Source: an optimization exercise on an open RTL-to-GDS flow (aim: small area). Production flows keep margins and buffers that such runs may drop. In this exercise RTL edits were held to simulation tests only and were not proved equivalent to the original.

==> flow/design.v <==
package snake_pkg;
	typedef logic [3:0] coord_t;       
	typedef logic [5:0] score_t;
	typedef logic [1:0] hearts_t;
	typedef logic [7:0] tick_count_t;
	typedef enum logic [3:0] {
		DIR_NONE  = 4'd0,
		DIR_UP    = 4'd1,
		DIR_DOWN  = 4'd2,
		DIR_LEFT  = 4'd4,
		DIR_RIGHT = 4'd8
	} dir_t;
	typedef enum logic {
		GAME_PLAY,
		GAME_OVER
	} game_state_t;
	localparam int HEAD_ROW_INIT   = 3;
	localparam int HEAD_COL_INIT   = 3;
	localparam int CENTER_COL_INIT = 2;
	localparam int TAIL_COL_INIT   = 1;
	localparam int ENEMY_ROW_INIT  = 5;
	localparam int ENEMY_COL_INIT  = 8;
	localparam int HEARTS_INIT = 3;
	localparam int HIT_RANGE   = 2;    
	localparam int ENEMY_MULT     = 123;
	localparam int ENEMY_SPAN     = 12;
	localparam int ENEMY_OFFSET   = 2;
	localparam int ENEMY_IDX_INIT = 123;
	localparam int TICK_BASE  = 128;
	localparam int SPEED_STEP = 5;
	localparam int SCORE_MAX  = 20;    
endpackage
package display_pkg;
	localparam int GRID_SIZE = 16;
	typedef logic [GRID_SIZE*GRID_SIZE-1:0] frame_t;
	typedef logic [GRID_SIZE-1:0] line_t;
	typedef logic [3:0] scan_idx_t;
endpackage
`timescale 1ns/1ps
module direction_filter (
	input  logic              clk,
	input  logic              reset,
	input  logic [3:0]        movement,
	output snake_pkg::dir_t   dir
);
	snake_pkg::dir_t press;
	logic accept;
	function automatic snake_pkg::dir_t reverse_of(snake_pkg::dir_t d);
		case (d)
			snake_pkg::DIR_UP:    reverse_of = snake_pkg::DIR_DOWN;
			snake_pkg::DIR_DOWN:  reverse_of = snake_pkg::DIR_UP;
			snake_pkg::DIR_LEFT:  reverse_of = snake_pkg::DIR_RIGHT;
			snake_pkg::DIR_RIGHT: reverse_of = snake_pkg::DIR_LEFT;
			default:   reverse_of = snake_pkg::DIR_NONE;
		endcase
	endfunction
	assign press = snake_pkg::dir_t'(movement);
	assign accept = $onehot(movement) && (press != reverse_of(dir));
	always_ff @(posedge clk) begin
		if (reset) begin
			dir <= snake_pkg::DIR_NONE;    
		end else if (accept) begin
			dir <= press;
		end
	end
endmodule
`timescale 1ns/1ps
module tick_generator (
	input  logic              clk,
	input  logic              reset,
	input  snake_pkg::score_t score,
	output logic              tick
);
	snake_pkg::tick_count_t count;
	snake_pkg::tick_count_t period;
	assign period = snake_pkg::tick_count_t'(snake_pkg::TICK_BASE - snake_pkg::SPEED_STEP * score);
	always_ff @(posedge clk) begin
		if (reset) begin
			count <= snake_pkg::tick_count_t'(snake_pkg::TICK_BASE);
			tick  <= 1'b0;
		end else if (count == snake_pkg::tick_count_t'(1)) begin
			count <= period;    
			tick  <= 1'b1;
		end else begin
			count <= count - snake_pkg::tick_count_t'(1);
			tick  <= 1'b0;
		end
	end
endmodule
`timescale 1ns/1ps
module snake_engine (
	input  logic               clk,
	input  logic               reset,
	input  logic               tick,
	input  logic               hit,
	input  snake_pkg::dir_t    dir,
	output snake_pkg::coord_t  head_row,
	output snake_pkg::coord_t  head_col,
	output snake_pkg::coord_t  center_row,
	output snake_pkg::coord_t  center_col,
	output snake_pkg::coord_t  tail_row,
	output snake_pkg::coord_t  tail_col,
	output snake_pkg::coord_t  enemy_row,
	output snake_pkg::coord_t  enemy_col,
	output snake_pkg::score_t  score,
	output snake_pkg::hearts_t hearts,
	output logic               over
);
	snake_pkg::game_state_t state;
	logic [7:0]  jump_idx;     
	snake_pkg::coord_t  next_row;
	snake_pkg::coord_t  next_col;
	logic    at_wall;
	logic    moving;
	logic    eats_enemy;
	logic    hit_ok;
	snake_pkg::hearts_t hearts_after;
	function automatic logic near(snake_pkg::coord_t a, snake_pkg::coord_t b);
		snake_pkg::coord_t d;
		d = (a > b) ? a - b : b - a;
		near = (d <= snake_pkg::HIT_RANGE);
	endfunction
	always_comb begin
		next_row = head_row;
		next_col = head_col;
		at_wall  = 1'b0;
		case (dir)
			snake_pkg::DIR_UP: begin
				at_wall  = (head_row == '0);
				next_row = head_row - 4'd1;
			end
			snake_pkg::DIR_DOWN: begin
				at_wall  = (head_row == '1);
				next_row = head_row + 4'd1;
			end
			snake_pkg::DIR_LEFT: begin
				at_wall  = (head_col == '0);
				next_col = head_col - 4'd1;
			end
			snake_pkg::DIR_RIGHT: begin
				at_wall  = (head_col == '1);
				next_col = head_col + 4'd1;
			end
			default: ;
		endcase
	end
	assign moving     = tick && (dir != snake_pkg::DIR_NONE);
	assign eats_enemy = (next_row == enemy_row) && (next_col == enemy_col);  
	always_comb begin
		if (at_wall)
			hearts_after = '0;
		else if (eats_enemy)
			hearts_after = hearts - 2'd1;
		else
			hearts_after = hearts;
	end
	assign hit_ok = hit && (score < snake_pkg::SCORE_MAX)
		&& near(head_row, enemy_row) && near(head_col, enemy_col);
	always_ff @(posedge clk) begin
		if (reset) begin
			state      <= snake_pkg::GAME_PLAY;
			head_row   <= snake_pkg::coord_t'(snake_pkg::HEAD_ROW_INIT);
			head_col   <= snake_pkg::coord_t'(snake_pkg::HEAD_COL_INIT);
			center_row <= snake_pkg::coord_t'(snake_pkg::HEAD_ROW_INIT);
			center_col <= snake_pkg::coord_t'(snake_pkg::CENTER_COL_INIT);
			tail_row   <= snake_pkg::coord_t'(snake_pkg::HEAD_ROW_INIT);
			tail_col   <= snake_pkg::coord_t'(snake_pkg::TAIL_COL_INIT);
			enemy_row  <= snake_pkg::coord_t'(snake_pkg::ENEMY_ROW_INIT);
			enemy_col  <= snake_pkg::coord_t'(snake_pkg::ENEMY_COL_INIT);
			jump_idx   <= 8'(snake_pkg::ENEMY_IDX_INIT);
			score      <= '0;
			hearts     <= snake_pkg::hearts_t'(snake_pkg::HEARTS_INIT);
		end else if (state == snake_pkg::GAME_PLAY) begin
			if (moving) begin
				hearts <= hearts_after;
				if (!at_wall) begin
					head_row   <= next_row;
					head_col   <= next_col;
					center_row <= head_row;
					center_col <= head_col;
					tail_row   <= center_row;
					tail_col   <= center_col;
				end
				if (hearts_after == '0)
					state <= snake_pkg::GAME_OVER;
			end
			if (hit_ok) begin
				score     <= score + 6'd1;
				enemy_row <= snake_pkg::coord_t'((snake_pkg::ENEMY_MULT * jump_idx) % snake_pkg::ENEMY_SPAN + snake_pkg::ENEMY_OFFSET);
				enemy_col <= snake_pkg::coord_t'((snake_pkg::ENEMY_MULT * (jump_idx + 1)) % snake_pkg::ENEMY_SPAN
					+ snake_pkg::ENEMY_OFFSET);
				jump_idx  <= jump_idx + 8'd1;
			end
		end
	end
	assign over = (state == snake_pkg::GAME_OVER);
endmodule
`timescale 1ns/1ps
module frame_builder (
	input  logic                clk,
	input  logic                reset,
	input  logic                tick,
	input  logic                over,
	input  snake_pkg::coord_t   head_row,
	input  snake_pkg::coord_t   head_col,
	input  snake_pkg::coord_t   center_row,
	input  snake_pkg::coord_t   center_col,
	input  snake_pkg::coord_t   tail_row,
	input  snake_pkg::coord_t   tail_col,
	input  snake_pkg::coord_t   enemy_row,
	input  snake_pkg::coord_t   enemy_col,
	output display_pkg::frame_t frame
);
	logic   blink;         
	display_pkg::frame_t next_frame;
	always_ff @(posedge clk) begin
		if (reset)
			blink <= 1'b0;
		else if (tick && !over)
			blink <= ~blink;    
	end
	always_comb begin
		next_frame = '0;
		next_frame[head_row * display_pkg::GRID_SIZE + head_col]     = 1'b1;
		next_frame[center_row * display_pkg::GRID_SIZE + center_col] = 1'b1;
		next_frame[tail_row * display_pkg::GRID_SIZE + tail_col]     = 1'b1;
		if (blink)
			next_frame[enemy_row * display_pkg::GRID_SIZE + enemy_col] = 1'b1;
	end
	always_ff @(posedge clk) begin
		frame <= next_frame;
	end
endmodule
`timescale 1ns/1ps
module led_scanner (
	input  logic                clk,
	input  logic                reset,
	input  display_pkg::frame_t frame,
	output display_pkg::line_t  row,
	output display_pkg::line_t  col
);
	display_pkg::scan_idx_t idx;
	always_ff @(posedge clk) begin
		if (reset)
			idx <= '0;
		else
			idx <= idx + 4'd1;    
	end
	always_ff @(posedge clk) begin
		if (reset) begin
			row <= '0;
			col <= '0;
		end else begin
			row <= display_pkg::line_t'(1) << (display_pkg::GRID_SIZE - 1 - idx);
			col <= frame[idx * display_pkg::GRID_SIZE +: display_pkg::GRID_SIZE];
		end
	end
endmodule
`timescale 1ns/1ps
module snake_game (
	input  logic               clk,
	input  logic               reset,
	input  logic               hit,
	input  logic [3:0]         movement,    
	output display_pkg::line_t row,
	output display_pkg::line_t col,
	output snake_pkg::score_t  score,
	output snake_pkg::hearts_t hearts,
	output logic               over
);
	snake_pkg::dir_t     dir;
	logic                tick;
	snake_pkg::coord_t   head_row;
	snake_pkg::coord_t   head_col;
	snake_pkg::coord_t   center_row;
	snake_pkg::coord_t   center_col;
	snake_pkg::coord_t   tail_row;
	snake_pkg::coord_t   tail_col;
	snake_pkg::coord_t   enemy_row;
	snake_pkg::coord_t   enemy_col;
	display_pkg::frame_t frame;
	direction_filter u_direction_filter (
		.clk      (clk),
		.reset    (reset),
		.movement (movement),
		.dir      (dir)
	);
	tick_generator u_tick_generator (
		.clk   (clk),
		.reset (reset),
		.score (score),
		.tick  (tick)
	);
	snake_engine u_snake_engine (
		.clk        (clk),
		.reset      (reset),
		.tick       (tick),
		.hit        (hit),
		.dir        (dir),
		.head_row   (head_row),
		.head_col   (head_col),
		.center_row (center_row),
		.center_col (center_col),
		.tail_row   (tail_row),
		.tail_col   (tail_col),
		.enemy_row  (enemy_row),
		.enemy_col  (enemy_col),
		.score      (score),
		.hearts     (hearts),
		.over       (over)
	);
	frame_builder u_frame_builder (
		.clk        (clk),
		.reset      (reset),
		.tick       (tick),
		.over       (over),
		.head_row   (head_row),
		.head_col   (head_col),
		.center_row (center_row),
		.center_col (center_col),
		.tail_row   (tail_row),
		.tail_col   (tail_col),
		.enemy_row  (enemy_row),
		.enemy_col  (enemy_col),
		.frame      (frame)
	);
	led_scanner u_led_scanner (
		.clk   (clk),
		.reset (reset),
		.frame (frame),
		.row   (row),
		.col   (col)
	);
endmodule
==> flow/run.sh <==
#!/bin/bash
# synth_recipe.tcl (not shown) runs the flow's synth.tcl, then flattens the netlist and writes it again
# the make line also repeats each setting of config.mk as NAME=value (left out here)
make -C /OpenROAD-flow-scripts/flow DESIGN_CONFIG=/design/flow/config.mk WORK_HOME=/design/flow/orfs CLKGATE_MAP_FILE= SYNTH_SCRIPT=/design/flow/synth_recipe.tcl finish
==> flow/config.mk <==
export PLATFORM = sky130hd
export DESIGN_NAME = snake_game
export DESIGN_NICKNAME = snake_game
export VERILOG_FILES = /design/flow/design.v
export SDC_FILE = /design/flow/constraint.sdc
export NUM_CORES = 4
export LEC_CHECK = 0
export CAP_MARGIN = 20
export CORE_MARGIN = 2
export CORE_UTILIZATION = 40
export SLEW_MARGIN = 20
==> flow/constraint.sdc <==
create_clock -name core_clock -period 10.0 [get_ports {clk}]
set_input_delay 2.0000 -clock core_clock [delete_from_list [all_inputs] [get_ports {clk}]]
set_output_delay 2.0000 -clock core_clock [all_outputs]
set_load 0.01 [all_outputs]
==> reports/results.txt <==
H-tree lvl count: 2
Core Util, Final: 0.451
crit end category: flop
Placeable Area: 59,200 µm²
DRT antenna net count: 0
setup TNS: 0 ps
number of DRC markers in iteration 0: 3,696
Die X: 249 µm
# diodes: 0
largest net degree at the start of global routing: 65
#FFs+latches synth: 355
post-synthesis sequential area ratio: 0.296
Synth area leaders: dfxtp_1 30%, a222oi_1 10%, ha_1 7.5%, mux4_2 6.1%, o21ai_0 6.0%
fraction of registers with async set/reset: 0
post-cts repair resize count: 0
Mapped Nets: 2,881
fill count: 5,672
R2R Setup Slk: 560 ps
root buffer cell: clkbuf_16
multi-input logic area: 16,000 µm²
num ports: 48
critical path startpoint category: flop
first-pass GRT wire length: 127,000 µm
vias in the first global route: 22,648
most common library cell in the layout ignoring fill and taps: dfxtp_1
skew final: 40.0 ps
RR Startpoint: u_snake_engine.jump_idx[1]$_SDFFE_PP1P_
most frequent cells in the layout: 350 x dfxtp_1, 286 x o21ai_0, 250 x nor2_1, 249 x a222oi_1, 156 x nand2_1
final hold vios: 0
end point of the critical path: u_snake_engine.enemy_row[3]$_SDFFE_PP0P_
# rows: 89
CP Class: flop to flop
post-DP HPWL: 53,200 µm
Reg area: 7120 µm²
slowest stage delay, CP: 570 ps
vias per cell: 6.73
WL/cell: 23.9 µm
final net count: 2,828
fin crit period: 9440 ps
maximum root-to-sink buffer count: 3
Syn Std Cell Area: 24,000 µm²
EDFF count, synth: 0
Yosys top cell area share: 0.296
Reg clk slew, reported paths: 60 ps
warnings from Yosys: 5
cell count after synthesis: 2,681
Die H: 249 µm
Top cell by count, worst path: ha_1
Worst EP arrival: 9940 ps
Hold Buf Count CTS: 0
detailed-route DRC error count: 0
initial core utilization: 0.406
Clock Sinks: 355
routed wire length: 82,100 µm
Port Buffers: 47
Mean Syn Cell Area: 8.97 µm²
initial antenna violation count: 1
dominant cell type by area after synthesis: dfxtp_1
fin crit share: 0.944
max_slew headroom: 0.116
drt first pass iters: 19
global route overflow: 0
die area: 62,100 µm²
share of layout cells above drive strength 1: 0.0948
overall routing resource usage: 0.254
Setup Viol. Count Final: 0
Reg2Reg Depth: 35
postcts setup bufs: 0
required time worst endpoint: 10,500 ps
gp weighted congestion: 0.972
clock latency on the worst-skew pair: 600 ps
Tightest Hold Check Type: flop to flop
routed via count: 23,112
Synth Flop Type: dfxtp_1
MaxCap Viol Count: 0
Max Slew Vio Count: 0
critical path launch point: u_snake_engine.jump_idx[1]$_SDFFE_PP1P_
RSZ-0062 raised after global routing: false
FF-to-FF End: u_snake_engine.enemy_row[3]$_SDFFE_PP0P_
Slowest cell on crit path: or4_1
status: finished clean
upper clock frequency limit: 106 MHz
Cell variety after synth: 100
Max Fanout on Critical Path: 18
Num CTS Buffers: 42
CTS tree: built
Layout area overhead: 11.1%
Least-Margin Pin Slew: 1320 ps
[worst max-delay path, delay by kind of cell (launching register included)]
family | cells | cell delay (ps)
compound gates | 12 | 2080
fa+ha+maj | 7 | 2980
buf+inv | 4 | 400
flops | 1 | 550
mux | 2 | 500
simple gates | 10 | 2830
[state kept, by name, summed over array words and instances, names as in the netlist, 6 cells and up]
name and flops:
u_frame_builder.frame 256, u_led_scanner.col 16, u_led_scanner.row 16, u_snake_engine.jump_idx 8
u_tick_generator.count 8, u_snake_engine.score 6
[worst min path at each step]
stage	from	end	slack [ps]	cells after the start
floorplan	u_tick_generator.tick$_SDFF_PP0_	u_snake_engine.state$_SDFF_PP0_	460	2
global placement	u_tick_generator.count[0]$_SDFF_PP0_	u_tick_generator.count[0]$_SDFF_PP0_	490	1
detailed placement	u_tick_generator.count[0]$_SDFF_PP0_	u_tick_generator.count[0]$_SDFF_PP0_	490	1
CTS	u_tick_generator.count[0]$_SDFF_PP0_	u_tick_generator.count[0]$_SDFF_PP0_	500	1
global route	u_tick_generator.count[0]$_SDFF_PP0_	u_tick_generator.count[0]$_SDFF_PP0_	520	1
finish	u_tick_generator.count[0]$_SDFF_PP0_	u_tick_generator.count[0]$_SDFF_PP0_	500	1
[cell families after synthesis]
| group | after synthesis | share of synthesized area |
|---|---|---|
| AOI/OAI and AO/OA | 845 | 0.259 |
| and+or+nand+nor | 712 | 0.140 |
| DFF | 355 | 0.296 |
| buffers and inverters | 308 | 0.0489 |
| adders and majority gates | 193 | 0.116 |
| muxes | 157 | 0.0995 |
| xor gates and xnor gates | 111 | 0.0412 |
[Yosys cell counts, types with 21 or more instances]
| cell type | instances |
|---|---|
| dfxtp_1 | 355 |
| nand2_1 | 156 |
| ha_1 | 144 |
| inv_1 | 118 |
| o21ai_0 | 286 |
| xor2_1 | 38 |
| a222oi_1 | 249 |
| nor3_1 | 56 |
| nand4_1 | 24 |
| clkbuf_1 | 171 |
| o22ai_1 | 21 |
| mux4_2 | 65 |
| a21o_1 | 23 |
| xnor2_1 | 72 |
| nand3_1 | 48 |
| mux2i_1 | 86 |
| nor2_1 | 262 |
| fa_1 | 49 |
| o211ai_1 | 26 |
| a31oi_1 | 27 |
| and3_1 | 32 |
| a21oi_1 | 70 |
[layout make-up]
class / count / area share
sequential: 355 / 0.266
multi-input combinational: 2018 / 0.598
clock buffer: 60 / 0.0456
clock inverter: 15 / 0.00740
tap: 773 / 0.0362
inverter: 121 / 0.0170
timing repair buffer: 90 / 0.0297
[stage by stage]
stage	instance area, µm²	hold slack [ps]	worst slack [ps]	instances
5_1_grt	26700	522	16.4	3432
3_5_place_dp	25200	492	424	3356
6_report	26700	496	561	3432
4_1_cts	26700	500	373	3431
2_1_floorplan	24000	463	1500	2681
3_3_place_gp	25200	492	650	3356
[routing by layer]
layer / part of all wire / track usage / routed length [µm] / vias to the layer above
met5: 0.00016 / 0 / 13 / -
met4: 0.052 / 0.127 / 4290 / 2
met3: 0.10 / 0.0530 / 8510 / 326
met2: 0.46 / 0.415 / 37500 / 1435
met1: 0.39 / 0.319 / 31800 / 11075
li1: - / - / - / 10274

afterwards: timing with drivers on the ports:
How much do the figures lean on ideal ports? The routed layout below was timed once more, with nothing changed but the port constraints.
Step 1 (the two cells are an assumption about what drives the block):
set clk [get_ports {clk}]
set_driving_cell -lib_cell sky130_fd_sc_hd__clkbuf_16 $clk
set_driving_cell -lib_cell sky130_fd_sc_hd__buf_2 [delete_from_list [all_inputs] $clk]
Step 2, shift: input delay + t, output delay - t, t = (earliest + latest rising clock arrival at the registers) / 2. This alone moves slack from input paths to output paths.
Three values: ideal, step 1, step 2; two values: the first two.
shift t [ns]: 0.634
setup WS [ns]: 0.561 / 0.561 / 0.561
clock arrival spread, ns: 0.040 / 0.040
worst slew at a driven data input, ns: 0.07
After both steps setup and hold are still met in this run. For this run, drivers alone change the setup slack by 0.000 ns; drivers and shift together by 0.000 ns.
